This design comes from an exercise in tuning for small area on the open sky130 flow, not from production work.
The RTL was checked by simulation tests, not by an equivalence proof against the original design.
Power is estimated from default activity; no workload was simulated.

--- flow/design.v ---
package median_pkg;
    localparam int WIN_PIX  = 9;
    localparam int WIN_ROWS = 3;
    localparam int ROW_LEN  = 3;
endpackage
import median_pkg::*;
module median3x3_core #(
    parameter int DW = 8
) (
    input  logic [median_pkg::WIN_PIX*DW-1:0] i_win,
    output logic [DW-1:0]                     o_med
);
    localparam int N = median_pkg::WIN_PIX;
    function automatic logic gt(input logic [DW-1:0] a, input logic [DW-1:0] b);
        logic g;
        g = 1'b0;
        for (int i = 0; i < DW; i++)
            g = (a[i] & ~b[i]) | ((a[i] | ~b[i]) & g);
        gt = g;
    endfunction
    function automatic logic ex4(input logic [7:0] v);
        logic [7:0] s;
        logic       t;
        s = v;
        for (int p = 1; p < 8; p = p * 2)
            for (int k = p; k >= 1; k = k / 2)
                for (int j = k % p; j + k < 8; j += 2 * k)
                    for (int i = 0; i < k; i++)
                        if (i + j + k < 8 && (i + j) / (2 * p) == (i + j + k) / (2 * p)) begin
                            t            = s[i + j] & s[i + j + k];
                            s[i + j + k] = s[i + j] | s[i + j + k];
                            s[i + j]     = t;
                        end
        ex4 = s[4] & ~s[3];
    endfunction
    logic [N*N-1:0]  below;    
    logic [N-1:0]    sel;
    logic [DW-1:0]   acc [N+1];
    for (genvar i = 0; i < N; i++) begin : g_pair
        assign below[i*N+i] = 1'b0;
        for (genvar j = i + 1; j < N; j++) begin : g_cmp
            assign below[i*N+j] = gt(i_win[i*DW +: DW], i_win[j*DW +: DW]);
            assign below[j*N+i] = ~below[i*N+j];
        end
    end
    assign acc[0] = '0;
    for (genvar i = 0; i < N; i++) begin : g_sel
        logic [N-2:0] others;    
        for (genvar j = 0; j < N - 1; j++) begin : g_o
            assign others[j] = below[i*N + ((j < i) ? j : j + 1)];
        end
        assign sel[i]   = ex4(others);
        assign acc[i+1] = acc[i] | ({DW{sel[i]}} & i_win[i*DW +: DW]);
    end
    assign o_med = acc[N];
endmodule
import median_pkg::*;
module median_mc_stream #(
    parameter int DW         = 8,
    parameter int NUM_CH     = 4,
    parameter int FIFO_DEPTH = 16,
    parameter int PROG_FULL  = 12
) (
    input  logic                          i_clk,
    input  logic                          i_rst,
    input  logic                          s_valid,
    output logic                          s_ready,
    input  logic [NUM_CH*median_pkg::WIN_PIX*DW-1:0]  s_data,
    output logic                          m_valid,
    input  logic                          m_ready,
    output logic [DW-1:0]                 m_data,
    output logic [((NUM_CH > 1) ? $clog2(NUM_CH) : 1)-1:0] m_chan,
    output logic                          m_last,
    output logic                          o_prog_full,
    output logic [$clog2(FIFO_DEPTH):0]   o_fifo_count
);
    localparam int IW = (NUM_CH > 1) ? $clog2(NUM_CH) : 1;
    localparam int AW = $clog2(FIFO_DEPTH);
    localparam int CW = AW + 1;
    localparam logic [CW-1:0] PF_C = CW'(PROG_FULL);
    logic                 r_v1, r_v2, r_v3;
    logic [NUM_CH*DW-1:0] w_meds, r_m1, r_m2, r_m3;
    logic                 w_adv, w_pop, w_full, w_push;
    logic [DW-1:0]        r_mem [FIFO_DEPTH];
    logic [AW-1:0]        r_wr_ptr, r_rd_ptr;
    logic [CW-1:0]        r_count;
    for (genvar ch = 0; ch < NUM_CH; ch++) begin : g_ch
        median3x3_core #(.DW(DW)) u_core (
            .i_win (s_data[ch*WIN_PIX*DW +: WIN_PIX*DW]),
            .o_med (w_meds[ch*DW +: DW])
        );
    end
    always_comb begin
        w_pop   = m_valid && m_ready;
        w_full  = r_count[AW] && !w_pop;
        w_push  = r_v3 && !w_full;
        w_adv   = !(r_v3 && !(w_push && (r_wr_ptr[IW-1:0] == IW'(NUM_CH - 1))));
        s_ready = w_adv && !i_rst;
    end
    assign m_valid      = (r_count != '0);
    assign m_data       = r_mem[r_rd_ptr];
    assign m_chan       = r_rd_ptr[IW-1:0];
    assign m_last       = (r_rd_ptr[IW-1:0] == IW'(NUM_CH - 1));
    assign o_prog_full  = (r_count >= PF_C);
    assign o_fifo_count = r_count;
    always_ff @(posedge i_clk) begin
        if (i_rst) begin
            r_v1     <= 1'b0;
            r_v2     <= 1'b0;
            r_v3     <= 1'b0;
            r_wr_ptr <= '0;
            r_rd_ptr <= '0;
            r_count  <= '0;
        end else begin
            if (w_adv) begin
                r_v1 <= s_valid;
                r_v2 <= r_v1;
                r_v3 <= r_v2;
            end
            if (w_push)
                r_wr_ptr <= r_wr_ptr + 1'b1;
            if (w_pop)
                r_rd_ptr <= r_rd_ptr + 1'b1;
            r_count <= r_count + CW'(w_push) - CW'(w_pop);
        end
    end
    always_ff @(posedge i_clk) begin
        if (w_adv) begin
            r_m1 <= w_meds;
            r_m2 <= r_m1;
            r_m3 <= r_m2;
        end
    end
    for (genvar a = 0; a < FIFO_DEPTH; a++) begin : g_mem
        always_ff @(posedge i_clk) begin
            if (w_push && (r_wr_ptr == AW'(a)))
                r_mem[a] <= r_m3[(a % NUM_CH)*DW +: DW];
        end
    end
endmodule
--- flow/flow/run.sh ---
#!/bin/bash
# Own layout flow: the standard ORFS flow, except that ABC maps the logic with
# flow/abc.script (area recovery under a 2.3 ns delay target) instead of ORFS's script. Everything else, including the
# registers and their names, is the standard synthesis and layout; ports are buffered with
# buf_2 rather than the delay buffer buffer_ports picks by default.
set -euo pipefail
W=$(pwd)
export FLOW_ABC_SCRIPT="$W/flow/abc.script"
{
  echo 'proc abc {args} {'
  echo '  set i [lsearch -exact $args -script]'
  echo '  if { $i >= 0 } { set args [lreplace $args [expr {$i + 1}] [expr {$i + 1}] $::env(FLOW_ABC_SCRIPT)] }'
  echo '  yosys abc {*}$args'
  echo '}'
  cat "$W/synth_recipe.tcl"
} > "$W/flow_synth.tcl"
bash "$W/standard.sh" SYNTH_SCRIPT="$W/flow_synth.tcl" BUFFER_PORTS_ARGS="-buffer_cell sky130_fd_sc_hd__buf_2" finish > "$W/flow_make.log" 2>&1
--- flow/flow/abc.script ---
strash
dch
map -D 2300
topo
--- flow/standard.sh ---
#!/bin/bash
# synth_recipe.tcl (not shown) runs the flow's synth.tcl, then flattens the netlist and writes it again
# the make line also repeats each setting of config.mk as NAME=value (left out here)
make -C /OpenROAD-flow-scripts/flow DESIGN_CONFIG=/design/flow/config.mk WORK_HOME=/design/flow/orfs CLKGATE_MAP_FILE= SYNTH_SCRIPT=/design/flow/synth_recipe.tcl "${@:-finish}"
--- flow/config.mk ---
export PLATFORM = sky130hd
export DESIGN_NAME = median_mc_stream
export DESIGN_NICKNAME = median_mc_stream
export VERILOG_FILES = /design/flow/design.v
export SDC_FILE = /design/flow/constraint.sdc
export NUM_CORES = 4
export LEC_CHECK = 0
export CAP_MARGIN = 20
export CORE_MARGIN = 2
export CORE_UTILIZATION = 40
export GPL_TIMING_DRIVEN = 0
export SETUP_SLACK_MARGIN = 0.1
export SLEW_MARGIN = 20
--- flow/constraint.sdc ---
create_clock -name core_clock -period 4.5 [get_ports {i_clk}]
set_input_delay 0.9000 -clock core_clock [delete_from_list [all_inputs] [get_ports {i_clk}]]
set_output_delay 0.9000 -clock core_clock [all_outputs]
set_load 0.01 [all_outputs]
==> results of run 1 <==
area by class of cell:
| cell class | count | area, µm² | area share (%) |
|---|---|---|---|
| diodes | 6 | 15.0 | 0.0515 |
| clock inverters | 16 | 139 | 0.477 |
| well taps | 790 | 988 | 3.39 |
| multi-input cells | 2781 | 16700 | 57.4 |
| clock buffers | 25 | 583 | 2.00 |
| inverters | 402 | 1610 | 5.53 |
| plain buffers | 2 | 15.0 | 0.0515 |
| repair buffers | 357 | 2010 | 6.89 |
| flip-flops and latches | 240 | 7050 | 24.2 |
synth_stat cells (24+ instances only):
library cell / count
nand3_1: 26
a22oi_1: 159
edfxtp_1: 224
nor2_1: 273
o221ai_1: 145
or2_2: 47
o22ai_1: 479
a31oi_1: 24
a21oi_1: 369
a211oi_1: 38
nand2_1: 319
o21a_1: 27
a221oi_1: 88
clkinv_1: 402
nand4_1: 37
o21ai_0: 547
worst max-delay path: cells and delay by family:
family | cells | cell delay [ps]
AOI/OAI and AO/OA | 10 | 1560
xor gates and xnor gates | 1 | 180
buffers and inverters | 3 | 690
and+or+nand+nor | 3 | 1150
per-stage QoR:
stage	setup TNS (ps)	setup WS (ps)	hold WS (ps)	cells	power [W]
floorplan	0	641	400	3425	0.00571
global placement	-20640	-871	402	4525	0.00732
detailed placement	-19490	-778	405	4526	0.00734
CTS	0	101	418	4571	0.00932
global route	-22.4	-22.4	424	4619	0.0104
finish	0	220	414	4619	0.00986
sequential cells by signal, summed over array words and instances, names as in the netlist:
signal,cells
r_v2,1
r_m2,32
r_count,5
r_v1,1
r_rd_ptr,4
r_m1,32
r_m3,32
r_wr_ptr,4
r_mem,128
r_v3,1
path summary, 6_finish.rpt:
kind | from | endpoint | slack [ps] | depth (start not counted)
max reg2reg | r_count[2] | r_m2[0] | 1520 | 10
min | r_m2[7] | r_m3[7] | 410 | 0
max | s_data[122] | r_m1[9] | 220 | 17
min reg2reg | r_m2[7] | r_m3[7] | 410 | 0
cells in the final DEF (no fill, tap or decap), drive strengths merged, types with 47 or more instances in the layout:
cell type,synthesis,final
a221oi,88,88
nor2,273,273
a22oi,159,159
edfxtp,224,224
o221ai,145,145
o21ai,547,547
nand2,319,319
buf,2,356
clkinv,402,383
or2,47,47
a21oi,369,369
o22ai,479,479
kinds of logic (layout without fill, tap and decap cells):
| family | after synthesis | in the layout |
|---|---|---|
| flops | 240 | 240 |
| buf+inv | 404 | 802 |
| xor+xnor | 28 | 28 |
| fa+ha+maj | 24 | 24 |
| simple gates | 740 | 740 |
| compound gates | 1989 | 1989 |
| other cells | 0 | 6 |
power by group through the flow:
stage	sequential [W]	combinational, W	clock [W]
2_1_floorplan	0.00286	0.00285	0
3_3_place_gp	0.00290	0.00443	0
3_5_place_dp	0.00290	0.00444	0
4_1_cts	0.00285	0.00459	0.00188
5_1_grt	0.00287	0.00558	0.00198
6_report	0.00285	0.00517	0.00185
metal layers:
| metal | vias up | global-route usage (%) |
|---|---|---|
| li1 | 14600 | - |
| met1 | 14700 | 45.2 |
| met2 | 1975 | 48.8 |
| met3 | 276 | 3.20 |
| met4 | 2 | 7.27 |
| met5 | - | 0 |
repair_timing:
| action | CTS | global route |
|---|---|---|
| endpoints found under the setup margin | 27 | 36 |
| buffers inserted | 4 | 42 |
| pin swaps | 4 | 19 |
| hold endpoints to repair | 0 | 0 |
| resized for setup | 20 | 131 |
==> flow_summary_export.csv, run 1 <==
group,metric,value,unit
layout,fin_nets,4116,
logic_synthesis,syn_nets,3734,
setup_path,cp.arrival,4490,ps
placement,hpwl,80100,µm
logic_synthesis,synth_compound_area_share,50.6,%
layout,postLayoutCellArea,29100,µm²
logic_synthesis,synth_top_family_by_area,"compound AO/OA/AOI/OAI gates",
placement,gp_congestion,1.04,
status,status,"timing/DRC/antenna clean",
floorplanning,rows,91,
drt,dr.pass1.iters,7,
setup_path,path_class,"input port to flop",
cts,cts_tree,"built",
layout,drive_gt1_share,15.9,%
global_routing,antenna_found_initial,7,
logic_synthesis,synth_area,24700,µm²
drt,wl_met2,46800,µm
cts,h-tree-depth,1,
timing,hold_violations,0,
global_routing,grt_max_degree,69,
power,irDropWorstVdd,0.269,mV
timing,grt_setup_unrepaired,"true",
drt,drtAntennaViolNets,0,
logic_synthesis,synth_edf_count,224,
logic_synthesis,synth-seq-cells,240,
global_routing,grt_pass1_wl,160000,µm
timing,fmax,234,MHz
setup_path,crit_chain,"buf_2, clkinvlp_4, o22ai_1, o21ai_0, o21ai_0, a21oi_1, a21oi_1, a21oi_1, a221oi_1, o22ai_2, or4_2, o311ai_0, xor2_1, buf_4, o22ai_1, nor2_1, nand4_1",
setup_path,cp-end-kind,"flop",
setup_path,required,4710,ps
job,maxCapViolCount,0,
floorplanning,start_util,40.2,%
drt,wl_met1,45200,µm
drt,maxUsedRoutingLayer,"met5",
cts,clk_latency,510,ps
global_routing,grt.total_usage,30.9,%
layout,area_growth,17.9,%
floorplanning,dieHeight,252,µm
cts,clk_path_buf_depth,3,
timing,min_period,4280,ps
logic_synthesis,synth-main-ff-cell,"edfxtp_1",
layout,nFillCells,6328,
timing,maxSlewViolCount,0,
power,power_frac_seq,28.9,%
drt,via_count,31600,
power,p_int,0.00566,W
setup_path,path_max_fanout,9,
drt,drcViolationCount,0,
timing,fin_crit_sh,95.1,%
timing,clock_skew,13.7,ps
cts,cts_buffers,23,
logic_synthesis,syn-mean-instance-area,7.21,µm²
drt,met3_wirelength,9990,µm
logic_synthesis,muxShareOfSynthArea,0,%
drt,viasPerCell,6.84,
power,combPwrFrac,52.4,%
power,p_clk_share,18.7,%
floorplanning,die_w,252,µm
timing,relSlewSlack,29.4,%
drt,wl,105000,µm
layout,post-route-util,47.5,%
logic_synthesis,yosys.area_share.xor_xnor,0.993,%
timing,finalSetupViolCount,0,
cts,path_clk_slew,60,ps
floorplanning,dieArea,63800,µm²
placement,placed_cell_area,27300,µm²
logic_synthesis,synthAdderAreaFrac,1.18,%
setup_path,cpPeakStageDelay,650,ps
floorplanning,coreArea,61400,µm²
logic_synthesis,yosysWarnings,4,
floorplanning,ios,311,
drt,drt_iter0_drc,4581,
global_routing,grt-ovfl-total,0,
logic_synthesis,synth_simple_gate_area_share,12.6,%
setup_path,startpoint_type,"input port",
placement,port_buffers,310,
cts,cts_root_buf,"clkbuf_16",
logic_synthesis,ys_seq_area_share,28.5,%
hold_path,hold_path.class,"flop to flop",
logic_synthesis,ys_top_cells_by_area,"edfxtp_1, o22ai_1, o21ai_0",
logic_synthesis,synth_cells,3425,
global_routing,grt_pass1_vias,28200,
logic_synthesis,yosys.area.top_type,"edfxtp_1",
drt,post_drt_wl_per_cell,22.8,µm
power,p_sw_share,42.7,%
logic_synthesis,synth.top_cell.area_share,27.2,%
power,power_density,339,nW/µm²
power,leakagePower,9.40,nW
logic_synthesis,synth.distinct_cells,51,
logic_synthesis,async_flop_share,0,%
cts,cts.sinks,240,
setup_path,cpMostUsedCell,"a21oi_1",
power,p_switching,0.00421,W
timing,worst_pin_slew,1060,ps
cts,cts_hold_buf,0,
setup_path,cpMaxStageDelayCell,"or4_2",
==> inputs of run 2 (changes only) <==
--- a/flow/flow/run.sh
+++ b/flow/flow/run.sh
@@ -1,6 +1,6 @@
 #!/bin/bash
 # Own layout flow: the standard ORFS flow, except that ABC maps the logic with
-# flow/abc.script (area recovery under a 2.3 ns delay target) instead of ORFS's script. Everything else, including the
+# flow/abc.script (area recovery under a 2.1 ns delay target) instead of ORFS's script. Everything else, including the
 # registers and their names, is the standard synthesis and layout; ports are buffered with
 # buf_2 rather than the delay buffer buffer_ports picks by default.
 set -euo pipefail
==> flow/flow/abc.script (replaced) <==
strash
dch
map -D 2100
topo
==> run 2 against run 1 <==
Against the previous run: combinational power is 7.5% lower; non-clock buffer count down 43; largest cell class unchanged; final cell count is 2.9% higher; critical endpoint is now r_m1[15]; flip-flop and latch count unchanged; design area increased by 0.11%; still clean on timing, DRC and antenna; clock power down 5%.
==> flow_summary_export.csv, run 2 <==
group,metric,value,unit
global_routing,grt.total_usage,32.0,%
timing,fin_crit_sh,94.6,%
setup_path,cp.arrival,4470,ps
floorplanning,dieArea,65600,µm²
logic_synthesis,syn-mean-instance-area,7.17,µm²
logic_synthesis,synth_cells,3551,
layout,multiInputGateArea,17200,µm²
timing,maxSlewViolCount,0,
layout,antennaDiodeCount,0,
setup_path,cpMostUsedCell,"a21oi_1",
logic_synthesis,yosys.area.top_type,"edfxtp_1",
timing,clock_skew,15.3,ps
floorplanning,dieHeight,256,µm
drt,wl,111000,µm
logic_synthesis,synth_common_cells,"o21ai_0, o22ai_1, clkinv_1, nand2_1, a21oi_1",
timing,relSlewSlack,29.1,%
setup_path,path_class,"input port to flop",
placement,gp_congestion,0.986,
logic_synthesis,yosys.cell_count.top_type,"o21ai_0",
drt,via_count,32500,
power,leakagePower,9.48,nW
placement,port_buffers,310,
timing,worst_pin_slew,1060,ps
cts,clk_latency,510,ps
drt,drcViolationCount,0,
setup_path,cpMaxStageDelayCell,"or2b_2",
setup_path,reg2reg_from,"r_count[2]",
logic_synthesis,synth_edf_count,224,
cts,cts_tree,"built",
layout,largest_reg_flops,128,
layout,fin_nets,4198,
logic_synthesis,synth-main-ff-cell,"edfxtp_1",
logic_synthesis,yosysWarnings,4,
job,maxCapViolCount,0,
logic_synthesis,async_flop_share,0,%
cts,cts_buffers,22,
global_routing,antenna_found_initial,1,
layout,nFillCells,6682,
global_routing,grt_pass1_wl,172000,µm
setup_path,cpPeakStageDelay,400,ps
timing,grt_setup_unrepaired,"true",
drt,drtAntennaViolNets,0,
layout,final_common_cell,"o21ai_0",
drt,post_drt_wl_per_cell,23.3,µm
layout,postLayoutCellArea,29200,µm²
layout,largest-register,"r_mem",
drt,viasPerCell,6.84,
logic_synthesis,synth-seq-cells,240,
cts,cts_hold_buf,0,
timing,whs,418,ps
drt,dr.pass1.iters,9,
floorplanning,die_w,256,µm
setup_path,startpoint_type,"input port",
floorplanning,coreArea,63000,µm²
layout,layout_common_cells,"o21ai_0, o22ai_1, clkinv_1",
cts,path_clk_slew,60,ps
hold_path,hold_path.class,"flop to flop",
floorplanning,ios,311,
setup_path,crit_chain,"buf_2, clkinv_1, o22ai_1, o21ai_0, o21ai_0, a21oi_1, a21oi_1, a21oi_1, a221oi_1, o22ai_1, or2_2, nand2_1, nor2_1, o21ba_2, or2b_2, nand3_1, and3_2, nand4_1",
logic_synthesis,ys_seq_area_share,27.7,%
setup_path,cp-end-kind,"flop",
logic_synthesis,ys_top_cells_by_area,"edfxtp_1, o21ai_0, o22ai_1",
cts,h-tree-depth,1,
layout,register_area,7050,µm²
logic_synthesis,syn_nets,3860,
global_routing,grt_max_degree,51,
layout,stdcell_count,4751,
timing,fmax,235,MHz
hold_path,hp-start,"r_m2[9]",
placement,place_inst,4708,
setup_path,required,4720,ps
placement,hpwl,85000,µm
logic_synthesis,synth_area,25400,µm²
placement,placed_cell_area,28100,µm²
layout,area_growth,14.6,%
cts,cts.sinks,240,
floorplanning,start_util,40.4,%
timing,finalSetupViolCount,0,
logic_synthesis,synth.top_cell.area_share,26.4,%
global_routing,grt_pass1_vias,29600,
drt,drt_iter0_drc,4966,
global_routing,grt-ovfl-total,0,
setup_path,crit_start,"s_data[114]",
floorplanning,rows,92,
timing,min_period,4260,ps
power,power_density,319,nW/µm²
logic_synthesis,synth.distinct_cells,56,
layout,drive_gt1_share,13.5,%
setup_path,path_max_fanout,9,
cts,clk_path_buf_depth,3,
power,irDropWorstVdd,0.168,mV
status,status,"timing/DRC/antenna clean",
timing,hold_violations,0,
cts,cts_root_buf,"clkbuf_16",
timing,tns,0,ps
[run 2: worst paths after layout]
path | to | slack (ps) | cells past startpoint
worst max-delay path | r_m1[15] | 240 | 18
worst min-delay path | r_m3[9] | 420 | 0
worst max register to register | r_m2[10] | 1470 | 10
worst min register to register | r_m3[9] | 420 | 0
[run 2: kinds of logic after synthesis]
logic type      count (synthesis)  share of synthesized area (%)
fa+ha+maj                      19                          0.944
xor+xnor                        5                          0.172
simple gates                  875                           15.1
compound gates               2001                           50.0
flops                         240                           27.7
buf+inv                       411                           6.09
[run 2: metrics by stage]
stage	setup slack [ps]	util (%)	power (W)
after floorplan	832	-	0.00562
after global placement	-639	44.6	0.00726
after detailed placement	-597	44.6	0.00727
after CTS	110	45.7	0.00904
after global routing	100	46.3	0.00985
final	244	46.3	0.00930
[run 2: area by class of cell]
type                            count  area share [%]
Buffer                              2          0.0515
Clock buffer                       27            1.95
Clock inverter                     13           0.360
Inverter                          409            5.44
Multi-Input combinational cell   2900            58.9
Sequential cell                   240            24.2
Tap cell                          846            3.63
Timing Repair Buffer              314            5.54
[run 2: worst max-delay path, delay by kind of cell]
family                 cells  cell delay (ps)
AO/OA/AOI/OAI              9             1670
AND/OR/NAND/NOR            7             1370
buffers and inverters      2              520
[run 2: repair_timing]
action	CTS	global route
endpoints found under the setup margin	19	37
gates resized for setup	7	86
pin swaps	0	3
setup buffers	0	3
[run 2: power by group]
| part | leakage, nW | switching (W) | internal, W |
|---|---|---|---|
| registers | 2.02 | 0.000107 | 0.00267 |
| logic | 7.13 | 0.00319 | 0.00159 |
| clock network | 0.324 | 0.000786 | 0.000966 |
[run 2: layer usage]
layer  track usage (%)  part of all wire [%]  up-vias
li1                  -                     -    15000
met1              45.2                    43    15100
met2              50.9                    45     2108
met3              3.43                   8.8      330
met4              10.3                   3.7        2
met5                 0                0.0072        -
==> inputs of run 3 (changes only) <==
==> flow/flow/run.sh (replaced) <==
#!/bin/bash
# Own layout flow: the standard ORFS flow, except that ABC maps the logic with
# flow/abc.script (area recovery under a 2.3 ns delay target) instead of ORFS's script. Everything else, including the
# registers and their names, is the standard synthesis and layout; ports are buffered with
# buf_1 rather than the delay buffer buffer_ports picks by default.
set -euo pipefail
W=$(pwd)
export FLOW_ABC_SCRIPT="$W/flow/abc.script"
{
  echo 'proc abc {args} {'
  echo '  set i [lsearch -exact $args -script]'
  echo '  if { $i >= 0 } { set args [lreplace $args [expr {$i + 1}] [expr {$i + 1}] $::env(FLOW_ABC_SCRIPT)] }'
  echo '  yosys abc {*}$args'
  echo '}'
  cat "$W/synth_recipe.tcl"
} > "$W/flow_synth.tcl"
bash "$W/standard.sh" SYNTH_SCRIPT="$W/flow_synth.tcl" BUFFER_PORTS_ARGS="-buffer_cell sky130_fd_sc_hd__buf_1" finish > "$W/flow_make.log" 2>&1
==> flow/flow/abc.script (replaced) <==
strash
dch
map -D 2300
topo
--- a/flow/config.mk
+++ b/flow/config.mk
@@ -8,6 +8,7 @@
 export CAP_MARGIN = 20
 export CORE_MARGIN = 2
 export CORE_UTILIZATION = 40
+export CTS_BUF_LIST = sky130_fd_sc_hd__clkbuf_2 sky130_fd_sc_hd__clkbuf_4 sky130_fd_sc_hd__clkbuf_8
 export GPL_TIMING_DRIVEN = 0
 export SETUP_SLACK_MARGIN = 0.1
 export SLEW_MARGIN = 20
==> run 3 against run 2 <==
Against the previous run: synthesized cell count decreased by 3.5%; sequential power rose by 3%; hold slack got worse by 9.4 ps; clock power fell by 5%; global-route usage is 0.78 points lower; critical path type unchanged.
==> flow_summary_export.csv, run 3 <==
group,metric,value,unit
floorplanning,dieArea,63800,µm²
layout,stdcell_count,4667,
logic_synthesis,syn-mean-instance-area,7.21,µm²
logic_synthesis,synth_common_cells,"o21ai_0, o22ai_1, clkinv_1, a21oi_1, nand2_1",
cts,cts_tree,"built",
job,maxCapViolCount,0,
status,status,"timing/DRC/antenna clean",
global_routing,grt_max_degree,69,
timing,tns,0,ps
logic_synthesis,synth_edf_count,224,
placement,dpl_worst_slack,-1120,ps
logic_synthesis,yosys.cell_count.top_type,"o21ai_0",
logic_synthesis,ys_top_cells_by_area,"edfxtp_1, o22ai_1, o21ai_0",
layout,nFillCells,6429,
floorplanning,die_w,252,µm
setup_path,cp-end-kind,"flop",
floorplanning,rows,91,
timing,relSlewSlack,24.0,%
timing,fin_crit_sh,95.2,%
setup_path,path_max_fanout,8,
hold_path,hold_path.class,"flop to flop",
placement,gp_congestion,1.02,
placement,port_buffers,310,
logic_synthesis,synth.distinct_cells,51,
cts,cts_hold_buf,0,
logic_synthesis,async_flop_share,0,%
power,power_density,333,nW/µm²
logic_synthesis,yosysWarnings,4,
drt,viasPerCell,6.82,
power,leakagePower,8.98,nW
logic_synthesis,synth-seq-cells,240,
power,irDropWorstVdd,0.165,mV
timing,hold_violations,0,
layout,layout_common_cells,"o21ai_0, o22ai_1, a21oi_1",
drt,wl,105000,µm
timing,grt_setup_unrepaired,"true",
drt,drcViolationCount,0,
drt,post_drt_wl_per_cell,22.5,µm
timing,fmax,233,MHz
power,combPwrFrac,53.2,%
setup_path,cp.arrival,4520,ps
logic_synthesis,synth.top_cell.area_share,27.2,%
global_routing,grt.total_usage,31.2,%
layout,post-route-util,47.2,%
power,p_int,0.00543,W
layout,drive_gt1_share,11.9,%
power,power_frac_seq,29.6,%
timing,maxSlewViolCount,0,
power,p_total,0.00963,W
global_routing,grt_pass1_wl,161000,µm
power,p_switching,0.00420,W
cts,cts_root_buf,"clkbuf_8",
layout,largest-register,"r_mem",
timing,worst_pin_slew,1130,ps
timing,clock_skew,15.6,ps
cts,h-tree-depth,2,
layout,register_area,7050,µm²
floorplanning,start_util,40.2,%
logic_synthesis,synth_area,24700,µm²
placement,place_inst,4526,
cts,cts.sinks,240,
setup_path,startpoint_type,"input port",
logic_synthesis,ys_seq_area_share,28.5,%
drt,dr.pass1.iters,9,
global_routing,grt_pass1_vias,28600,
setup_path,required,4730,ps
timing,min_period,4290,ps
cts,clk_latency,530,ps
drt,drt_iter0_drc,4316,
power,p_sw_share,43.6,%
setup_path,path_class,"input port to flop",
logic_synthesis,syn_nets,3734,
floorplanning,dieHeight,252,µm
layout,final_common_cell,"o21ai_0",
drt,via_count,31800,
cts,cts_buffers,37,
drt,drtAntennaViolNets,0,
logic_synthesis,synth_cells,3425,
timing,finalSetupViolCount,0,
logic_synthesis,yosys.area.top_type,"edfxtp_1",
global_routing,grt-ovfl-total,0,
logic_synthesis,synth-main-ff-cell,"edfxtp_1",
power,p_clk_share,17.3,%
cts,clk_path_buf_depth,3,
placement,hpwl,79900,µm
floorplanning,coreArea,61400,µm²
timing,setup_slack,214,ps
layout,largest_reg_flops,128,
layout,fin_nets,4160,
global_routing,antenna_found_initial,3,
layout,area_growth,17.2,%
cts,path_clk_slew,60,ps
layout,multiInputGateArea,16700,µm²
floorplanning,ios,311,
[run 3: critical path: stages]
cell	delay, ps
buf_1	310
clkinv_1	190
a211oi_1	270
o22ai_1	140
a21oi_1	150
o22ai_1	120
o21ai_0	110
o21ai_0	130
o21ai_0	120
o221ai_1	140
o21ai_0	250
clkinv_1	270
o21a_1	260
o22ai_1	150
o221ai_1	190
xnor2_2	170
buf_4	190
nand2_1	60
o221a_2	210
o2111ai_1	170
[run 3: stage by stage]
step           hold WS (ps)  instance area [µm²]
2_1_floorplan           400                24700
3_3_place_gp            402                26900
3_5_place_dp            405                26900
4_1_cts                 411                28100
5_1_grt                 420                28900
6_report                408                28900
[run 3: logic make-up (layout without fill, tap and decap cells)]
family	after synthesis	after routing	synth area share, %
AOI/OAI and AO/OA	1989	1989	50.6
xor gates and xnor gates	28	28	0.993
adders and majority gates	24	24	1.18
buffers and inverters	404	853	6.17
DFF	240	240	28.5
other	0	3	0
and+or+nand+nor	740	740	12.6
[run 3: final timing paths]
| path | startpoint | endpoint | slack (ps) | cells after the start |
|---|---|---|---|---|
| setup / recovery | s_data[184] | r_m1[22] | 210 | 20 |
| setup reg to reg | r_count[2] | r_m1[15] | 1490 | 10 |
| hold reg to reg | r_m2[7] | r_m3[7] | 410 | 0 |
| hold / removal | r_m2[7] | r_m3[7] | 410 | 0 |
[run 3: layout make-up]
type / instances / share of cell area (%)
Tap cell: 790 / 3.41
Inverter: 402 / 5.65
Buffer: 2 / 0.0519
Clock buffer: 51 / 2.12
Timing Repair Buffer: 386 / 6.60
Antenna cell: 3 / 0.0259
Clock inverter: 11 / 0.195
Sequential cell: 240 / 24.3
Multi-Input combinational cell: 2781 / 57.6
Timing Repair inverter: 1 / 0.0173
[run 3: power by group through the flow]
stage	clock network, W	logic, W	registers [W]
2_1_floorplan	0	0.00285	0.00286
3_3_place_gp	0	0.00437	0.00290
3_5_place_dp	0	0.00439	0.00290
4_1_cts	0.00171	0.00473	0.00285
5_1_grt	0.00181	0.00552	0.00288
6_report	0.00166	0.00512	0.00285
[run 3: per-layer routing]
metal,GRT usage [%],up-vias,part of all wire (%)
met2,49.0,2139,44
met1,44.9,14700,43
met3,3.34,313,9.4
met4,9.45,0,3.5
li1,-,14600,-
met5,0,-,0
[run 3: repair_timing]
action                                 4_1_cts  5_1_grt
gates cloned                                 0        1
buffers inserted                            17       58
setup endpoints to repair                   32       36
resized for setup                           65      185
endpoints found under the hold margin        0        0
pin swaps                                   14       19
==> inputs of run 4 (changes only) <==
--- a/flow/design.v
+++ b/flow/design.v
@@ -15,7 +15,7 @@
         logic g;
         g = 1'b0;
         for (int i = 0; i < DW; i++)
-            g = (a[i] & ~b[i]) | ((a[i] | ~b[i]) & g);
+            g = (a[i] & ~b[i]) | (~(a[i] ^ b[i]) & g);
         gt = g;
     endfunction
     function automatic logic ex4(input logic [7:0] v);
--- a/flow/flow/run.sh
+++ b/flow/flow/run.sh
@@ -1,12 +1,14 @@
 #!/bin/bash
 # Own layout flow: the standard ORFS flow, except that ABC maps the logic with
 # flow/abc.script (area recovery under a 2.3 ns delay target) instead of ORFS's script. Everything else, including the
-# registers and their names, is the standard synthesis and layout; ports are buffered with
+# registers and their names, is the standard synthesis and layout, except that Yosys's
+# extract_fa is skipped so ABC maps the comparators' XORs freely; ports are buffered with
 # buf_1 rather than the delay buffer buffer_ports picks by default.
 set -euo pipefail
 W=$(pwd)
 export FLOW_ABC_SCRIPT="$W/flow/abc.script"
 {
+  echo 'proc extract_fa {args} {}'
   echo 'proc abc {args} {'
   echo '  set i [lsearch -exact $args -script]'
   echo '  if { $i >= 0 } { set args [lreplace $args [expr {$i + 1}] [expr {$i + 1}] $::env(FLOW_ABC_SCRIPT)] }'
==> run 4 against run 3 <==
Against the previous run: via count fell by 3.1%; critical path depth down 6; non-clock buffer count down 31; sequential share of layout area increased by 0.72 points; largest power group unchanged; die area fell by 1.8%; register-to-register slack better by 200 ps; hold slack better by 1.7 ps; critical path type unchanged; core utilization decreased by 0.42 points; count of clock-buffer cells in the layout is 6 lower; power is 2.4% lower; synthesized area shrank 1.9%.
==> flow_summary_export.csv, run 4 <==
group,metric,value,unit
timing,relSlewSlack,35.6,%
power,leakagePower,8.59,nW
layout,stdcell_count,4443,
cts,clk_latency,520,ps
logic_synthesis,synth.top_cell.area_share,27.8,%
timing,min_period,4330,ps
logic_synthesis,synth-seq-cells,240,
logic_synthesis,ys_top_cells_by_area,"edfxtp_1, o22ai_1, a22oi_1",
setup_path,cp-end-kind,"flop",
cts,cts_root_buf,"clkbuf_8",
timing,finalSetupViolCount,0,
layout,largest_reg_flops,128,
logic_synthesis,synth_area,24200,µm²
timing,clock_skew,13.0,ps
cts,cts.sinks,240,
timing,grt_setup_unrepaired,"true",
layout,area_growth,16.0,%
placement,hpwl,77200,µm
status,status,"timing/DRC/antenna clean",
layout,final_common_cell,"o22ai_1",
hold_path,hold_depth,0,
layout,antennaDiodeCount,0,
logic_synthesis,syn_nets,3531,
logic_synthesis,synth_simple_gate_area_share,12.5,%
logic_synthesis,muxShareOfSynthArea,0,%
logic_synthesis,syn-mean-instance-area,7.48,µm²
setup_path,r2r_cells,9,
timing,maxSlewViolCount,0,
logic_synthesis,synthAdderAreaFrac,0,%
layout,largest-register,"r_mem",
logic_synthesis,synth_cells,3239,
logic_synthesis,synth-main-ff-cell,"edfxtp_1",
floorplanning,die_w,250,µm
setup_path,rrSetupSlack,1690,ps
logic_synthesis,synth.distinct_cells,29,
timing,fmax,231,MHz
placement,gp_congestion,0.989,
logic_synthesis,synth_common_cells,"o22ai_1, a22oi_1, clkinv_1, o21ai_0, nand2_1",
drt,viasPerCell,6.94,
logic_synthesis,yosys.cell_count.top_type,"o22ai_1",
global_routing,grt.total_usage,30.7,%
drt,post_drt_wl_per_cell,23.1,µm
floorplanning,ios,311,
cts,path_clk_slew,70,ps
setup_path,startpoint_type,"input port",
placement,port_buffers,310,
hold_path,hp-start,"r_m1[29]",
drt,drt_iter0_drc,4773,
cts,cts_tree,"built",
setup_path,r2r_end,"r_m2[15]",
timing,fin_crit_sh,96.3,%
power,power_density,334,nW/µm²
floorplanning,dieHeight,250,µm
timing,whs,410,ps
setup_path,reg2reg_from,"r_v3",
logic_synthesis,yosys.area.top_type,"edfxtp_1",
floorplanning,coreArea,60100,µm²
logic_synthesis,synth_top_family_by_area,"compound AO/OA/AOI/OAI gates",
placement,place_inst,4333,
logic_synthesis,yosys.area_share.xor_xnor,1.34,%
floorplanning,rows,90,
timing,hold_violations,0,
drt,dr.pass1.iters,9,
logic_synthesis,synth_edf_count,224,
setup_path,path_max_fanout,10,
layout,drive_gt1_share,9.01,%
logic_synthesis,ys_seq_area_share,29.1,%
timing,worst_pin_slew,963,ps
cts,cts_buffers,38,
layout,layout_common_cells,"o22ai_1, a22oi_1, o21ai_0",
drt,via_count,30800,
job,maxCapViolCount,0,
drt,wl,103000,µm
logic_synthesis,async_flop_share,0,%
layout,fin_nets,3926,
power,irDropWorstVdd,0.170,mV
hold_path,min_to,"r_m2[29]",
global_routing,antenna_found_initial,1,
global_routing,grt-ovfl-total,0,
logic_synthesis,synth_compound_area_share,51.4,%
setup_path,cp.arrival,4510,ps
floorplanning,dieArea,62600,µm²
drt,drcViolationCount,0,
hold_path,hold_path.class,"flop to flop",
global_routing,grt_max_degree,52,
logic_synthesis,yosysWarnings,4,
global_routing,grt_pass1_wl,156000,µm
drt,drtAntennaViolNets,0,
cts,clk_path_buf_depth,3,
setup_path,required,4680,ps
setup_path,path_class,"input port to flop",
global_routing,grt_pass1_vias,26800,
cts,h-tree-depth,2,
floorplanning,start_util,40.3,%
-- run 4: what timing repair did --
action                     in CTS  in global routing
pin swaps                       2                 13
setup endpoints to repair      28                 40
setup buffers                   1                 42
gates resized for setup        21                114
hold buffers                    0                  0
cloned                          0                  0
-- run 4: worst max-delay path by stage --
stage / cells after the start / slack [ps] / end / start
6_report: 14 / 170 / r_m1[12] / s_data[99]
2_1_floorplan: 8 / 190 / r_m1[0] / m_ready
4_1_cts: 16 / 80 / r_m1[12] / s_data[105]
5_1_grt: 14 / 60 / r_m1[11] / s_data[75]
3_5_place_dp: 17 / -810 / r_m1[12] / s_data[105]
3_3_place_gp: 9 / -1250 / r_m1[9] / m_ready
-- run 4: final cells by class --
cell class | count | area, µm²
buffer | 2 | 15.0
clock buffer | 45 | 582
clock inverter | 22 | 97.6
fill | 6225 | 32000
inverter | 364 | 1490
multi-input combinational | 2633 | 16300
sequential | 240 | 7050
tap | 782 | 978
timing repair buffer | 355 | 1630
-- run 4: stage by stage --
stage               TNS, ps  util [%]  total power [W]  area, µm²  setup slack (ps)
floorplan                 0         -          0.00559      24200               188
global placement    -138670      43.9          0.00710      26400             -1250
detailed placement   -17060      44.0          0.00711      26400              -807
CTS                       0      45.4          0.00890      27300              79.7
global route              0      46.7          0.00992      28100              56.5
finish                    0      46.7          0.00940      28100               166
-- run 4: worst max-delay path, cell delays in order --
cell      delay [ps]
buf_1            380
clkinv_1         480
a22oi_1          270
a21oi_1          180
o21ai_0          230
o21ai_0          210
or2_2            380
o21a_1           130
o22ai_1          140
o221ai_1         180
xnor2_2          530
o22ai_1          130
nor2_1           130
o211ai_1         230
-- run 4: report_power, final --
group / internal (W) / switching [W] / total [W]
sequential: 0.00275 / 0.000130 / 0.00288
clock: 0.000857 / 0.000813 / 0.00167
combinational: 0.00165 / 0.00320 / 0.00485
-- run 4: metal layers --
layer | vias to the layer above | share of wire, % | track usage (%)
li1 | 14100 | - | -
met1 | 14300 | 42 | 44.2
met5 | - | 0.011 | 0
met2 | 2106 | 43 | 47.1
met4 | 2 | 4.2 | 10.0
met3 | 354 | 11 | 4.41
-- run 4: kinds of logic after synthesis --
family / Yosys count
xor+xnor: 37
flops: 240
buf+inv: 366
compound gates: 1894
simple gates: 702
==> inputs of run 5 (changes only) <==
--- a/flow/flow/run.sh
+++ b/flow/flow/run.sh
@@ -3,7 +3,7 @@
 # flow/abc.script (area recovery under a 2.3 ns delay target) instead of ORFS's script. Everything else, including the
 # registers and their names, is the standard synthesis and layout, except that Yosys's
 # extract_fa is skipped so ABC maps the comparators' XORs freely; ports are buffered with
-# buf_1 rather than the delay buffer buffer_ports picks by default.
+# buf_2 rather than the delay buffer buffer_ports picks by default.
 set -euo pipefail
 W=$(pwd)
 export FLOW_ABC_SCRIPT="$W/flow/abc.script"
@@ -16,4 +16,4 @@
   echo '}'
   cat "$W/synth_recipe.tcl"
 } > "$W/flow_synth.tcl"
-bash "$W/standard.sh" SYNTH_SCRIPT="$W/flow_synth.tcl" BUFFER_PORTS_ARGS="-buffer_cell sky130_fd_sc_hd__buf_1" finish > "$W/flow_make.log" 2>&1
+bash "$W/standard.sh" SYNTH_SCRIPT="$W/flow_synth.tcl" BUFFER_PORTS_ARGS="-buffer_cell sky130_fd_sc_hd__buf_2" finish > "$W/flow_make.log" 2>&1
==> run 5 against run 4 <==
Against the previous run: still clean; via count decreased by 0.70%; first-iteration DRC count fell by 7.9%; clock skew grew 8.2 ps; count of clock-buffer cells in the layout increased by 6; core utilization shrank 0.46 points; hold slack gained 3.2 ps; synthesized area did not move; fmax rose by 0.52%; design area shrank 0.99%; non-clock buffer count down 38; critical path depth grew 3; highest routed layer is now met4.
==> flow_summary_export.csv, run 5 <==
group,metric,value,unit
status,status,"timing/DRC/antenna clean",
logic_synthesis,yosys.cell_count.top_type,"o22ai_1",
layout,drive_gt1_share,14.3,%
layout,nFillCells,6248,
cts,clk_latency,520,ps
floorplanning,start_util,40.3,%
logic_synthesis,synth.distinct_cells,29,
hold_path,hold_path.class,"flop to flop",
setup_path,cp.arrival,4560,ps
timing,worst_pin_slew,1010,ps
cts,h-tree-depth,2,
layout,area_growth,14.8,%
drt,drtAntennaViolNets,0,
floorplanning,dieArea,62600,µm²
power,leakagePower,9.13,nW
logic_synthesis,synth_common_cells,"o22ai_1, a22oi_1, clkinv_1, o21ai_0, nand2_1",
logic_synthesis,ys_top_cells_by_area,"edfxtp_1, o22ai_1, a22oi_1",
floorplanning,rows,90,
logic_synthesis,yosysWarnings,4,
power,power_density,331,nW/µm²
logic_synthesis,yosys.area.top_type,"edfxtp_1",
timing,fin_crit_sh,95.8,%
cts,cts_root_buf,"clkbuf_8",
floorplanning,die_w,250,µm
drt,viasPerCell,6.96,
cts,path_clk_slew,60,ps
drt,wl,103000,µm
placement,hpwl,78200,µm
drt,via_count,30600,
timing,clock_skew,21.2,ps
global_routing,grt_max_degree,51,
timing,tns,0,ps
logic_synthesis,ys_seq_area_share,29.1,%
cts,cts_hold_buf,0,
logic_synthesis,synth_edf_count,224,
floorplanning,ios,311,
layout,layout_common_cells,"o22ai_1, a22oi_1, clkinv_1",
cts,cts_tree,"built",
power,irDropWorstVdd,0.161,mV
timing,maxSlewViolCount,0,
timing,hold_violations,0,
global_routing,grt-ovfl-total,0,
setup_path,path_class,"input port to flop",
layout,fin_nets,3887,
logic_synthesis,synth_area,24200,µm²
global_routing,grt.total_usage,30.9,%
timing,fmax,232,MHz
drt,dr.pass1.iters,9,
setup_path,cp-end-kind,"flop",
timing,whs,413,ps
global_routing,antenna_found_initial,1,
job,maxCapViolCount,0,
layout,largest-register,"r_mem",
drt,drt_iter0_drc,4396,
logic_synthesis,syn-mean-instance-area,7.48,µm²
floorplanning,coreArea,60100,µm²
cts,clk_path_buf_depth,3,
logic_synthesis,synth_cells,3239,
layout,antennaDiodeCount,0,
drt,drcViolationCount,0,
placement,place_inst,4333,
timing,relSlewSlack,32.7,%
cts,cts_buffers,37,
placement,port_buffers,310,
timing,finalSetupViolCount,0,
logic_synthesis,synth-main-ff-cell,"edfxtp_1",
layout,stdcell_count,4403,
timing,grt_setup_unrepaired,"true",
setup_path,path_max_fanout,10,
timing,min_period,4310,ps
global_routing,grt_pass1_wl,156000,µm
layout,post-route-util,46.3,%
floorplanning,dieHeight,250,µm
logic_synthesis,syn_nets,3531,
logic_synthesis,synth.top_cell.area_share,27.8,%
setup_path,required,4750,ps
global_routing,grt_pass1_vias,26700,
power,p_total,0.00921,W
logic_synthesis,async_flop_share,0,%
layout,final_common_cell,"o22ai_1",
drt,post_drt_wl_per_cell,23.5,µm
placement,gp_congestion,1.03,
layout,largest_reg_flops,128,
setup_path,startpoint_type,"input port",
cts,cts.sinks,240,
logic_synthesis,synth-seq-cells,240,
[run 5: cell count changes in the layout (fill, tap and decap cells not counted), moves of 11 or more]
cell / before / now
buf_2: 0 / 310
buf_1: 278 / 0
clkinv_1: 335 / 371
buf_4: 40 / 6
clkbuf_2: 32 / 0
clkinvlp_4: 33 / 3
inv_2: 11 / 0
[run 5: report_power, final]
group | leakage [nW] | internal, W | total [W] | switching [W]
Combinational | 6.74 | 0.00152 | 0.00465 | 0.00313
Clock | 0.359 | 0.000892 | 0.00168 | 0.000787
Sequential | 2.03 | 0.00275 | 0.00288 | 0.000129
[run 5: critical path, stage by stage]
cell and delay, ps:
buf_2 220, clkinv_1 270, o22ai_1 230, o221ai_1 160, o221ai_1 140, a21oi_1 110
o21ai_0 260, o21ai_0 270, or2_2 370, nand2_1 80, nor2_1 40, a21oi_1 120
nor2_1 70, xor2_1 790, o22ai_1 180, nor3_1 240, o211ai_1 120
[run 5: cell families after synthesis]
kind of cell | synth area share [%]
XOR/XNOR | 1.34
AND/OR/NAND/NOR | 12.5
buffers and inverters | 5.70
flip-flops | 29.1
AO/OA/AOI/OAI | 51.4
[run 5: path summary, 6_finish.rpt]
path	start	to	slack (ps)	depth (start not counted)
worst max-delay path	s_data[177]	r_m1[17]	190	17
worst min-delay path	r_m1[27]	r_m2[27]	410	0
worst max register to register	r_v3	r_mem[7][6]	1750	8
worst min register to register	r_m1[27]	r_m2[27]	410	0
[run 5: per-layer routing]
metal,up-vias,GRT usage [%],routed length [µm]
li1,14000,-,-
met1,14300,44.6,43500
met2,2086,47.4,44900
met3,268,5.13,11500
met4,0,8.28,3370
met5,-,0,0
[run 5: timing repair]
item                                    CTS  global route
buffers inserted                          0             5
resized for setup                         1            36
pin swaps                                 0             7
endpoints found under the setup margin    1            40
[run 5: area by class of cell]
| cell class | instances | area [µm²] | area share, % |
|---|---|---|---|
| sequential | 240 | 7050 | 25.3 |
| inverter | 364 | 1380 | 4.94 |
| clock buffer | 51 | 621 | 2.23 |
| buffer | 2 | 15.0 | 0.0539 |
| timing repair buffer | 317 | 1640 | 5.89 |
| tap | 782 | 978 | 3.52 |
| clock inverter | 14 | 63.8 | 0.229 |
| multi-input combinational | 2633 | 16100 | 57.8 |
[run 5: through the flow]
step	cell area [µm²]	worst slack (ps)
global route	27800	72.6
finish	27800	188
global placement	26800	-1230
floorplan	24200	188
CTS	27500	143
detailed placement	26800	-457
==> inputs of run 6 (changes only) <==
--- a/flow/config.mk
+++ b/flow/config.mk
@@ -8,7 +8,6 @@
 export CAP_MARGIN = 20
 export CORE_MARGIN = 2
 export CORE_UTILIZATION = 40
-export CTS_BUF_LIST = sky130_fd_sc_hd__clkbuf_2 sky130_fd_sc_hd__clkbuf_4 sky130_fd_sc_hd__clkbuf_8
 export GPL_TIMING_DRIVEN = 0
 export SETUP_SLACK_MARGIN = 0.1
 export SLEW_MARGIN = 20
==> run 6 against run 5 <==
Against the previous run: synthesized cell count is the same; via count shrank 0.45%; critical endpoint is now m_data[6]; sequential power is essentially flat; flip-flop and latch count is the same; synthesized area is the same; highest routed layer is now met5; non-clock buffer count grew 3; final cell count shrank 0.55%; count of clock-buffer cells in the layout shrank 28.
==> flow_summary_export.csv, run 6 <==
group,metric,value,unit
setup_path,crit_start,"r_rd_ptr[3]",
setup_path,crit_end,"m_data[6]",
setup_path,r2r_cells,8,
logic_synthesis,synth_common_cells,"o22ai_1, a22oi_1, clkinv_1, o21ai_0, nand2_1",
layout,drive_gt1_share,13.8,%
setup_path,startpoint_type,"flop",
layout,layout_common_cells,"o22ai_1, a22oi_1, clkinv_1",
logic_synthesis,syn-mean-instance-area,7.48,µm²
layout,largest_reg_flops,128,
setup_path,cp.arrival,3380,ps
setup_path,path_max_fanout,9,
logic_synthesis,synth.distinct_cells,29,
cts,path_clk_slew,60,ps
layout,area_growth,15.0,%
setup_path,cpPeakStageDelay,660,ps
floorplanning,dieHeight,250,µm
drt,drtAntennaViolNets,0,
cts,clk_path_buf_depth,3,
drt,drt_iter0_drc,4383,
status,status,"timing/DRC/antenna clean",
placement,hpwl,78200,µm
timing,hold_violations,0,
timing,setup_slack,225,ps
placement,port_buffers,310,
cts,cts_buffers,21,
power,power_density,334,nW/µm²
timing,worst_pin_slew,944,ps
drt,wl,103000,µm
layout,fin_nets,3874,
drt,post_drt_wl_per_cell,23.5,µm
global_routing,antenna_found_initial,1,
logic_synthesis,synth_edf_count,224,
layout,final_common_cell,"o22ai_1",
global_routing,grt-ovfl-total,0,
drt,viasPerCell,6.96,
setup_path,path_buf_inv,3,
logic_synthesis,yosys.cell_count.top_type,"o22ai_1",
logic_synthesis,ys_seq_area_share,29.1,%
logic_synthesis,synth.top_cell.area_share,27.8,%
floorplanning,rows,90,
power,irDropWorstVdd,0.222,mV
logic_synthesis,synth-seq-cells,240,
layout,nFillCells,6222,
setup_path,crit_chain,"clkinv_1, nor2_1, clkinv_1, nor2_1, a32oi_1, nand3_1, a311oi_1, nand3_1, buf_2",
job,maxCapViolCount,0,
timing,fin_crit_sh,95.0,%
cts,cts.sinks,240,
drt,drcViolationCount,0,
setup_path,reg2reg_from,"r_v3",
setup_path,required,3600,ps
logic_synthesis,syn_nets,3531,
logic_synthesis,ys_top_cells_by_area,"edfxtp_1, o22ai_1, a22oi_1",
placement,gp_congestion,1.03,
cts,clk_latency,500,ps
cts,cts_root_buf,"clkbuf_16",
logic_synthesis,async_flop_share,0,%
logic_synthesis,synth_cells,3239,
global_routing,grt_max_degree,51,
floorplanning,dieArea,62600,µm²
global_routing,grt_pass1_wl,156000,µm
floorplanning,coreArea,60100,µm²
timing,maxSlewViolCount,0,
logic_synthesis,yosys.area.top_type,"edfxtp_1",
hold_path,hold_path.class,"flop to flop",
timing,min_period,4280,ps
floorplanning,die_w,250,µm
layout,register_area,7050,µm²
setup_path,r2r_end,"r_mem[7][0]",
power,leakagePower,9.11,nW
global_routing,grt.total_usage,30.8,%
setup_path,rrSetupSlack,1750,ps
floorplanning,start_util,40.3,%
timing,grt_setup_unrepaired,"true",
logic_synthesis,synth-main-ff-cell,"edfxtp_1",
setup_path,cp-end-kind,"output port",
timing,finalSetupViolCount,0,
logic_synthesis,synth_area,24200,µm²
placement,place_inst,4333,
layout,largest-register,"r_mem",
placement,dpl_worst_slack,-457,ps
logic_synthesis,yosysWarnings,4,
floorplanning,ios,311,
setup_path,worst-path-stages,9,
global_routing,grt_pass1_vias,26500,
cts,h-tree-depth,1,
drt,via_count,30500,
setup_path,cpMaxStageDelayCell,"nor2_1",
layout,multiInputGateArea,16100,µm²
timing,relSlewSlack,36.4,%
layout,stdcell_count,4379,
timing,clock_skew,10.9,ps
setup_path,path_delay_family,"simple AND/OR/NAND/NOR gates",
setup_path,path_class,"flop to output port",
cts,cts_tree,"built",
timing,fmax,234,MHz
drt,dr.pass1.iters,7,
[run 6: cell types whose count changed in the layout (fill, tap and decap cells not counted), moves of 2 or more]
cell	change
clkbuf_4	-13
xor2_2	+3
clkbuf_16	+21
clkbuf_1	+2
bufinv_16	+2
buf_4	+2
clkinv_1	-2
clkbuf_8	-38
xor2_1	-3
[run 6: what timing repair did]
action                     CTS  global route
pin swaps                    0             9
gates cloned                 0             0
setup endpoints to repair    2            40
hold buffers                 0             0
gates resized for setup      1            40
setup buffers                0             8
[run 6: power by group]
group | switching (W) | total [W] | internal [W]
registers | 0.000130 | 0.00288 | 0.00275
clock network | 0.000751 | 0.00172 | 0.000970
logic | 0.00314 | 0.00470 | 0.00155
total | 0.00402 | 0.00930 | 0.00527
[run 6: worst min path at each step]
stage | from | end | slack (ps) | depth (start not counted)
after floorplan | r_m1[0] | r_m2[0] | 400 | 0
after global placement | r_m1[30] | r_m2[30] | 400 | 0
after detailed placement | r_m1[16] | r_m2[16] | 400 | 0
after CTS | r_m1[3] | r_m2[3] | 420 | 0
after global routing | r_m2[22] | r_m3[22] | 430 | 0
final | r_m1[3] | r_m2[3] | 420 | 0
[run 6: layout make-up]
class / instances / area share, %
multi-input combinational: 2633 / 57.9
sequential: 240 / 25.3
clock inverter: 14 / 0.422
clock buffer: 23 / 1.91
tap: 782 / 3.51
antenna: 1 / 0.00898
buffer: 2 / 0.0539
inverter: 364 / 4.93
timing repair buffer: 320 / 6.01
[run 6: cell families after synthesis]
family	count (synthesis)	synth area share, %
simple gates	702	12.5
buf+inv	366	5.70
compound gates	1894	51.4
xor+xnor	37	1.34
flops	240	29.1
[run 6: layer usage]
| layer | vias to the layer above | part of all wire [%] | track usage [%] |
|---|---|---|---|
| li1 | 14000 | - | - |
| met1 | 14200 | 42 | 44.9 |
| met2 | 2058 | 44 | 47.4 |
| met3 | 263 | 11 | 4.81 |
| met4 | 2 | 3.2 | 7.46 |
| met5 | - | 0.016 | 0 |
[run 6: metrics by stage]
stage / setup TNS [ps] / utilization (%) / hold WS (ps) / total power (W) / instance area (µm²)
final: 0 / 46.3 / 416 / 0.00930 / 27900
after global routing: 0 / 46.3 / 425 / 0.00981 / 27900
after CTS: 0 / 45.7 / 419 / 0.00892 / 27500
after detailed placement: -8980 / 44.6 / 405 / 0.00718 / 26800
after global placement: -128350 / 44.5 / 402 / 0.00717 / 26800
after floorplan: 0 / - / 400 / 0.00559 / 24200
==> inputs of run 7 (changes only) <==
--- a/flow/flow/run.sh
+++ b/flow/flow/run.sh
@@ -1,6 +1,6 @@
 #!/bin/bash
 # Own layout flow: the standard ORFS flow, except that ABC maps the logic with
-# flow/abc.script (area recovery under a 2.3 ns delay target) instead of ORFS's script. Everything else, including the
+# flow/abc.script (area-only mapping, twice, from choice networks) instead of ORFS's script. Everything else, including the
 # registers and their names, is the standard synthesis and layout, except that Yosys's
 # extract_fa is skipped so ABC maps the comparators' XORs freely; ports are buffered with
 # buf_2 rather than the delay buffer buffer_ports picks by default.
==> flow/flow/abc.script (replaced) <==
strash
dc2
dch -f
map -a
strash
dch -f
map -a
topo
==> run 7 against run 6 <==
Against the previous run: clock skew up 1.6 ps; register-to-register slack gained 260 ps; clock power increased by 6%; design area up 0.76%; first-iteration DRC count shrank 0.84%; count of clock-buffer cells in the layout grew 4; combinational power increased by 4%; largest power group unchanged.
==> flow_summary_export.csv, run 7 <==
group,metric,value,unit
floorplanning,start_util,40.4,%
layout,final_common_cell,"o22ai_1",
floorplanning,die_w,248,µm
logic_synthesis,synth_area,23800,µm²
logic_synthesis,synth_edf_count,224,
logic_synthesis,syn-mean-instance-area,7.76,µm²
power,power_frac_seq,29.7,%
global_routing,grt_pass1_wl,162000,µm
floorplanning,ios,311,
setup_path,required,4710,ps
timing,fmax,229,MHz
setup_path,path_class,"input port to flop",
logic_synthesis,muxShareOfSynthArea,0,%
floorplanning,rows,89,
timing,fin_crit_sh,96.9,%
logic_synthesis,syn_nets,3365,
drt,drcViolationCount,0,
logic_synthesis,synth_common_cells,"o22ai_1, clkinv_1, a22oi_1, nand2_1, o221ai_1",
layout,fin_nets,3727,
layout,largest-register,"r_mem",
setup_path,cp-end-kind,"flop",
logic_synthesis,synth_cells,3073,
global_routing,grt-ovfl-total,0,
job,maxCapViolCount,0,
logic_synthesis,synth_top_family_by_area,"compound AO/OA/AOI/OAI gates",
power,irDropWorstVdd,0.269,mV
layout,nFillCells,5875,
timing,clock_skew,12.5,ps
cts,cts.sinks,240,
cts,path_clk_slew,60,ps
drt,drt_iter0_drc,4346,
power,p_total,0.00958,W
power,p_int,0.00548,W
floorplanning,dieArea,61600,µm²
logic_synthesis,yosys.cell_count.top_type,"o22ai_1",
logic_synthesis,ys_top_cells_by_area,"edfxtp_1, o22ai_1, o221ai_1",
global_routing,grt_pass1_vias,27600,
drt,viasPerCell,7.29,
cts,clk_path_buf_depth,3,
floorplanning,coreArea,59000,µm²
timing,min_period,4360,ps
logic_synthesis,synth_compound_area_share,51.8,%
logic_synthesis,ys_seq_area_share,29.6,%
floorplanning,dieHeight,248,µm
layout,drive_gt1_share,17.5,%
cts,clk_latency,500,ps
layout,layout_common_cells,"o22ai_1, clkinv_1, buf_2",
global_routing,grt.total_usage,33.3,%
cts,cts_hold_buf,0,
logic_synthesis,synth-seq-cells,240,
placement,port_buffers,310,
drt,via_count,30900,
logic_synthesis,synth-main-ff-cell,"edfxtp_1",
drt,dr.pass1.iters,7,
timing,finalSetupViolCount,0,
power,power_density,341,nW/µm²
timing,worst_pin_slew,1110,ps
logic_synthesis,synth_simple_gate_area_share,11.4,%
cts,h-tree-depth,1,
power,p_clk_share,19.2,%
setup_path,startpoint_type,"input port",
layout,stdcell_count,4232,
cts,cts_tree,"built",
hold_path,hold_path.class,"flop to flop",
logic_synthesis,async_flop_share,0,%
layout,area_growth,17.8,%
cts,cts_buffers,22,
placement,hpwl,82800,µm
logic_synthesis,yosysWarnings,4,
power,p_switching,0.00410,W
power,leakagePower,8.96,nW
layout,largest_reg_flops,128,
timing,hold_violations,0,
timing,grt_setup_unrepaired,"false",
drt,wl,110000,µm
timing,relSlewSlack,25.9,%
timing,maxSlewViolCount,0,
logic_synthesis,synth.distinct_cells,39,
drt,drtAntennaViolNets,0,
timing,tns,0,ps
logic_synthesis,yosys.area_share.xor_xnor,1.14,%
logic_synthesis,yosys.area.top_type,"edfxtp_1",
power,p_sw_share,42.8,%
placement,gp_congestion,0.992,
power,combPwrFrac,51.1,%
global_routing,grt_max_degree,68,
logic_synthesis,synthAdderAreaFrac,0,%
setup_path,cp.arrival,4570,ps
logic_synthesis,synth.top_cell.area_share,28.2,%
status,status,"timing/DRC/antenna clean",
drt,post_drt_wl_per_cell,25.9,µm
placement,place_inst,4157,
setup_path,path_max_fanout,12,
cts,cts_root_buf,"clkbuf_16",
global_routing,antenna_found_initial,7,
run 7: critical path, stage by stage:
cell	delay [ps]
buf_2	230
clkinv_1	410
o22ai_1	290
a21oi_1	80
a221oi_1	320
o22ai_1	260
or2_2	350
o21a_1	120
o21ai_0	190
o221a_2	220
xnor2_1	210
a22oi_1	200
o221ai_1	150
or4_2	630
run 7: power by group through the flow:
stage                     clock (W)  combinational (W)  sequential [W]
final                       0.00183            0.00489         0.00285
after global routing        0.00196            0.00518         0.00287
after CTS                   0.00187            0.00434         0.00285
after detailed placement          0            0.00425         0.00290
after global placement            0            0.00418         0.00289
after floorplan                   0            0.00266         0.00285
run 7: logic make-up (layout without fill, tap and decap cells):
group                  count (synthesis)  count (layout)
AO/OA/AOI/OAI                       1792            1792
XOR/XNOR                              31              31
AND/OR/NAND/NOR                      626             626
other                                  0               8
buffers and inverters                384             762
flip-flops                           240             240
run 7: worst paths after layout:
check | endpoint | depth (start not counted) | slack, ps | from
worst max-delay path | r_m1[15] | 14 | 140 | s_data[101]
worst min-delay path | r_m2[1] | 0 | 420 | r_m1[1]
worst max register to register | r_m3[14] | 9 | 2010 | r_v3
worst min register to register | r_m2[1] | 0 | 420 | r_m1[1]
run 7: cell type report:
class,instances,area (µm²),share of cell area (%)
diodes,8,20.0,0.0713
plain buffers,2,15.0,0.0535
clock buffers,27,601,2.14
clock inverters,13,114,0.406
inverters,382,1540,5.49
multi-input cells,2449,15900,56.8
flip-flops and latches,240,7050,25.1
well taps,773,967,3.44
repair buffers,338,1830,6.52
run 7: stage by stage:
stage                     area [µm²]  worst slack (ps)  util (%)  hold slack (ps)
after floorplan                23800               485         -              400
after detailed placement       26400              -897      44.7              405
after global placement         26400              -738      44.7              401
after global routing           28100              80.6      47.6              425
final                          28100               141      47.6              419
after CTS                      27200               100      46.2              419
run 7: routing by layer:
layer | share of wire [%] | global-route usage, % | vias to the layer above
met4 | 3.4 | 9.86 | 0
li1 | - | - | 13700
met1 | 41 | 47.4 | 14600
met5 | 0 | 0 | -
met3 | 10 | 4.08 | 325
met2 | 45 | 52.6 | 2208
run 7: repair_timing:
| action | 4_1_cts | 5_1_grt |
|---|---|---|
| setup endpoints to repair | 26 | 32 |
| setup buffers | 1 | 26 |
| resized for setup | 17 | 111 |
| pin swaps | 1 | 16 |

[static timing again, ports no longer ideal]
The results above use ideal ports. As a check the final layouts listed here were re-extracted and re-timed, cells and wires unchanged. Step 1, drivers: a clkbuf_16 drives i_clk and a buf_2 each remaining input, both assumed. Step 2 times the ports against the registers' clock, not the clock port: input delays grow and output delays shrink by t, the midpoint of the rising clock arrivals with the driver on. a / b / c = no drivers / after step 1 / after step 2; a / b = the first two.
run	t (ns)	setup slack, ns	worst register clock-pin slew, ns	worst slew at a driven data input, ns
run 1	0.550	0.220 / 0.212 / -0.310	0.07 / 0.07	0.09
run 2	0.550	0.244 / 0.211 / -0.287	0.07 / 0.07	0.05
run 3	0.564	0.214 / 0.186 / -0.329	0.07 / 0.07	0.10
run 4	0.552	0.166 / 0.185 / -0.367	0.07 / 0.07	0.07
run 5	0.559	0.188 / 0.210 / -0.349	0.06 / 0.06	0.08
run 6	0.540	0.225 / 0.175 / -0.281	0.07 / 0.07	0.07
run 7	0.546	0.141 / 0.168 / -0.378	0.07 / 0.07	0.09
Met with ideal ports but missed after step 2: setup timing in every run listed. The setup slack of run 3, which loses most, moves by -0.028 ns with the drivers and by -0.543 ns with both steps.
